Source: an optimization exercise on an open RTL-to-GDS flow (aim: small area and a short achievable clock period). Production flows keep margins and buffers that such runs may drop. Power figures rest on the tool's default switching activity, not on a simulated workload.

==> flow/design.v <==
package nmr_acq_pkg;
  localparam int SAMPLE_SLOT_W = 16;
endpackage
module nmr_sync_fifo (
  input  logic        CLK,
  input  logic [63:0] lo_we,
  input  logic [63:0] hi_we,
  input  logic [15:0] lo_data,
  input  logic [15:0] hi_data,
  input  logic [63:0] rd_sel,
  output logic [31:0] rd_data
);
  logic [15:0] mem_lo [64];
  logic [15:0] mem_hi [64];
  always_ff @(posedge CLK) begin
    for (int i = 0; i < 64; i++) begin
      if (lo_we[i]) mem_lo[i] <= lo_data;
      if (hi_we[i]) mem_hi[i] <= hi_data;
    end
  end
  always_comb begin
    rd_data = '0;
    for (int i = 0; i < 64; i++)
      rd_data = rd_data | ({mem_hi[i], mem_lo[i]} & {32{rd_sel[i]}});
  end
endmodule
module nmr_acq_capture (
  input  logic        CLK,
  input  logic        RESET,
  input  logic        ADC_CLK,
  input  logic [15:0] ADC_DATA,
  input  logic        FSMSTAT,
  input  logic        ACQ_WND,
  input  logic [31:0] SAMPLES_PER_ECHO,
  output logic [31:0] M_DATA,
  output logic        M_VALID,
  input  logic        M_READY,
  output logic [31:0] ECHO_CNT,
  output logic [31:0] WORD_CNT,
  output logic        OVERFLOW,
  output logic        BUSY
);
  logic        busy_q, armed_q, capt_q, flush_q, waitlo_q;
  logic        adc_d;
  logic        pending_q;
  logic [31:0] rem_q;
  logic        unlim_q;
  logic        push_vld_q;
  logic [31:0] echo_q;
  logic [31:0] word_q;
  logic        ovf_q;
  logic [6:0]  cnt_q;
  logic        valid_q;    
  logic        ge2_q;      
  logic        full_q;     
  logic [5:0]  wr_q;
  logic [63:0] rd_oh;      
  logic [31:0] head_q;
  logic        idle, start_scan, arm_capt, capt_go, stb, take, last, flush_push;
  logic        pop, push_acc, head_ld, rd_adv;
  logic [63:0] wr_oh, lo_we, hi_we;
  logic [15:0] hi_data;
  logic [31:0] rd_data;
  assign idle       = ~busy_q;
  assign stb        = ADC_CLK & ~adc_d;
  assign start_scan = idle & FSMSTAT;
  assign arm_capt   = armed_q & ACQ_WND;
  assign capt_go    = capt_q & ACQ_WND & FSMSTAT;
  assign take       = capt_go & stb;
  assign last       = take & ~unlim_q & (rem_q == 32'd1);
  assign flush_push = flush_q & pending_q;
  always_ff @(posedge CLK or posedge RESET) begin
    if (RESET) begin
      busy_q   <= 1'b0;
      armed_q  <= 1'b0;
      capt_q   <= 1'b0;
      flush_q  <= 1'b0;
      waitlo_q <= 1'b0;
    end else begin
      busy_q   <= ~((idle & ~FSMSTAT) |
                    (armed_q & ~ACQ_WND & ~FSMSTAT) |
                    (waitlo_q & ACQ_WND & ~FSMSTAT));
      armed_q  <= start_scan |
                  (armed_q & ~ACQ_WND & FSMSTAT) |
                  (flush_q & ~ACQ_WND) |
                  (waitlo_q & ~ACQ_WND);
      capt_q   <= arm_capt | (capt_go & ~last);
      flush_q  <= (capt_q & ~capt_go) | last;
      waitlo_q <= (flush_q & ACQ_WND) | (waitlo_q & ACQ_WND & FSMSTAT);
    end
  end
  always_ff @(posedge CLK) begin
    adc_d <= ADC_CLK;
    if (arm_capt) begin
      rem_q   <= SAMPLES_PER_ECHO;
      unlim_q <= (SAMPLES_PER_ECHO == 32'd0);
    end else if (take) begin
      rem_q   <= rem_q - 32'd1;
    end
  end
  always_ff @(posedge CLK or posedge RESET) begin
    if (RESET) begin
      pending_q  <= 1'b0;
      push_vld_q <= 1'b0;
      echo_q     <= '0;
      word_q     <= '0;
      ovf_q      <= 1'b0;
    end else begin
      push_vld_q <= (take & pending_q) | flush_push;
      if (take)            pending_q <= ~pending_q;
      else if (flush_push) pending_q <= 1'b0;
      if (start_scan) begin
        echo_q <= '0;
        word_q <= '0;
        ovf_q  <= 1'b0;
      end else begin
        if (push_acc)               word_q <= word_q + 32'd1;
        if (push_vld_q & ~push_acc) ovf_q  <= 1'b1;
        if (flush_q)                echo_q <= echo_q + 32'd1;
      end
    end
  end
  assign pop      = valid_q & M_READY;
  assign push_acc = push_vld_q & (~full_q | pop);
  assign head_ld  = ~valid_q | pop;
  assign rd_adv   = head_ld & (ge2_q | push_acc);
  always_comb begin
    for (int i = 0; i < 64; i++) wr_oh[i] = (wr_q == 6'(i));
  end
  assign lo_we   = wr_oh & {64{take & ~pending_q}};
  assign hi_we   = wr_oh & {64{(take & pending_q) | flush_push}};
  assign hi_data = ADC_DATA & {16{~flush_q}};
  nmr_sync_fifo u_fifo (
    .CLK     (CLK),
    .lo_we   (lo_we),
    .hi_we   (hi_we),
    .lo_data (ADC_DATA),
    .hi_data (hi_data),
    .rd_sel  (rd_oh),
    .rd_data (rd_data)
  );
  always_ff @(posedge CLK) begin
    if (head_ld) head_q <= rd_data;
  end
  logic [6:0] cnt_d;
  always_comb begin
    cnt_d = cnt_q;
    case ({push_acc, pop})
      2'b10:   cnt_d = cnt_q + 7'd1;
      2'b01:   cnt_d = cnt_q - 7'd1;
      default: cnt_d = cnt_q;
    endcase
  end
  always_ff @(posedge CLK or posedge RESET) begin
    if (RESET) begin
      wr_q    <= '0;
      rd_oh   <= 64'd1;
      cnt_q   <= '0;
      valid_q <= 1'b0;
      ge2_q   <= 1'b0;
      full_q  <= 1'b0;
    end else begin
      if (push_acc) wr_q <= wr_q + 6'd1;
      if (rd_adv)   rd_oh <= {rd_oh[62:0], rd_oh[63]};
      cnt_q   <= cnt_d;
      valid_q <= (cnt_d != 7'd0);
      ge2_q   <= (cnt_d >= 7'd2);
      full_q  <= (cnt_d == 7'd64);
    end
  end
  assign M_DATA   = head_q;
  assign M_VALID  = valid_q;
  assign ECHO_CNT = echo_q;
  assign WORD_CNT = word_q;
  assign OVERFLOW = ovf_q;
  assign BUSY     = busy_q;
endmodule
Settings: LEC_CHECK=0, CAP_MARGIN=20, CORE_MARGIN=2, CORE_UTILIZATION=40, CTS_CLUSTER_DIAMETER=80, CTS_CLUSTER_SIZE=24, SETUP_SLACK_MARGIN=4.0, SLEW_MARGIN=20; clock period 7.0 ns.
run.sh (not shown) runs the stock make flow with config.mk's settings and CLKGATE_MAP_FILE= SYNTH_SCRIPT=/design/flow/synth_recipe.tcl, a recipe that flattens the netlist after the stock synthesis.
==> next run, changes <==
--- a/flow/design.v
+++ b/flow/design.v
@@ -6,24 +6,28 @@
   input  logic [63:0] lo_we,
   input  logic [63:0] hi_we,
   input  logic [15:0] lo_data,
   input  logic [15:0] hi_data,
   input  logic [63:0] rd_sel,
-  output logic [31:0] rd_data
+  output logic [31:0] rd_data_a,
+  output logic [31:0] rd_data_b
 );
   logic [15:0] mem_lo [64];
   logic [15:0] mem_hi [64];
   always_ff @(posedge CLK) begin
     for (int i = 0; i < 64; i++) begin
       if (lo_we[i]) mem_lo[i] <= lo_data;
       if (hi_we[i]) mem_hi[i] <= hi_data;
     end
   end
   always_comb begin
-    rd_data = '0;
-    for (int i = 0; i < 64; i++)
-      rd_data = rd_data | ({mem_hi[i], mem_lo[i]} & {32{rd_sel[i]}});
+    rd_data_a = '0;
+    rd_data_b = '0;
+    for (int i = 0; i < 32; i++) begin
+      rd_data_a = rd_data_a | ({mem_hi[i],    mem_lo[i]}    & {32{rd_sel[i]}});
+      rd_data_b = rd_data_b | ({mem_hi[i+32], mem_lo[i+32]} & {32{rd_sel[i+32]}});
+    end
   end
 endmodule
 module nmr_acq_capture (
   input  logic        CLK,
   input  logic        RESET,
@@ -53,16 +57,16 @@
   logic        valid_q;    
   logic        ge2_q;      
   logic        full_q;     
   logic [5:0]  wr_q;
   logic [63:0] rd_oh;      
-  logic [31:0] head_q;
+  logic [31:0] head_a_q, head_b_q;
   logic        idle, start_scan, arm_capt, capt_go, stb, take, last, flush_push;
   logic        pop, push_acc, head_ld, rd_adv;
   logic [63:0] wr_oh, lo_we, hi_we;
   logic [15:0] hi_data;
-  logic [31:0] rd_data;
+  logic [31:0] rd_data_a, rd_data_b;
   assign idle       = ~busy_q;
   assign stb        = ADC_CLK & ~adc_d;
   assign start_scan = idle & FSMSTAT;
   assign arm_capt   = armed_q & ACQ_WND;
   assign capt_go    = capt_q & ACQ_WND & FSMSTAT;
@@ -125,24 +129,28 @@
   assign head_ld  = ~valid_q | pop;
   assign rd_adv   = head_ld & (ge2_q | push_acc);
   always_comb begin
     for (int i = 0; i < 64; i++) wr_oh[i] = (wr_q == 6'(i));
   end
-  assign lo_we   = wr_oh & {64{take & ~pending_q}};
-  assign hi_we   = wr_oh & {64{(take & pending_q) | flush_push}};
+  assign lo_we   = wr_oh & {64{~pending_q & ~push_vld_q}};
+  assign hi_we   = wr_oh & {64{pending_q}};
   assign hi_data = ADC_DATA & {16{~flush_q}};
   nmr_sync_fifo u_fifo (
     .CLK     (CLK),
     .lo_we   (lo_we),
     .hi_we   (hi_we),
     .lo_data (ADC_DATA),
     .hi_data (hi_data),
     .rd_sel  (rd_oh),
-    .rd_data (rd_data)
+    .rd_data_a (rd_data_a),
+    .rd_data_b (rd_data_b)
   );
   always_ff @(posedge CLK) begin
-    if (head_ld) head_q <= rd_data;
+    if (head_ld) begin
+      head_a_q <= rd_data_a;
+      head_b_q <= rd_data_b;
+    end
   end
   logic [6:0] cnt_d;
   always_comb begin
     cnt_d = cnt_q;
     case ({push_acc, pop})
@@ -166,11 +174,11 @@
       valid_q <= (cnt_d != 7'd0);
       ge2_q   <= (cnt_d >= 7'd2);
       full_q  <= (cnt_d == 7'd64);
     end
   end
-  assign M_DATA   = head_q;
+  assign M_DATA   = head_a_q | head_b_q;
   assign M_VALID  = valid_q;
   assign ECHO_CNT = echo_q;
   assign WORD_CNT = word_q;
   assign OVERFLOW = ovf_q;
   assign BUSY     = busy_q;
- count of clock-buffer cells in the layout came out higher by 1
- global-route usage came out lower by 5.7 points
- worst setup slack loses 0.031 ns
- cell count came out higher by about 1.4%
- routed wire length came out lower by about 16%
- non-clock buffer count came out lower by 210
- clock power came out lower by about 4.3%
- total power came out higher by about 1.3%
Function was not checked in any run of this note: the RTL went through the layout flow alone.

static timing again, ports no longer ideal:
No port has a modelled driver above. Below, the same layouts with a new extraction and two added sets of constraints.
Step 1: set_driving_cell puts a clkbuf_16 on CLK and a buf_2 on each other input, an assumption about the parent block.
Step 2, shift: input delay + t, output delay - t, t = (earliest + latest rising clock arrival at the registers) / 2. This alone moves slack from input paths to output paths.
Three values: no drivers, after step 1, after step 2; two values: the first two.
run | shift t [ns] | slack for setup (ns) | clock arrival spread, ns | worst slew at a driven data input, ns | pins driven straight from the clock port
the first run | 0.873 | 3.853 / 3.853 / 3.207 | 0.067 / 0.067 | 0.08 | 1
the second run | 0.875 | 3.823 / 3.734 / 3.215 | 0.060 / 0.059 | 0.15 | 1
After both steps every run listed still meets setup and hold. For the first run, which loses most, drivers alone change the setup slack by 0.000 ns; drivers and shift together by -0.646 ns.
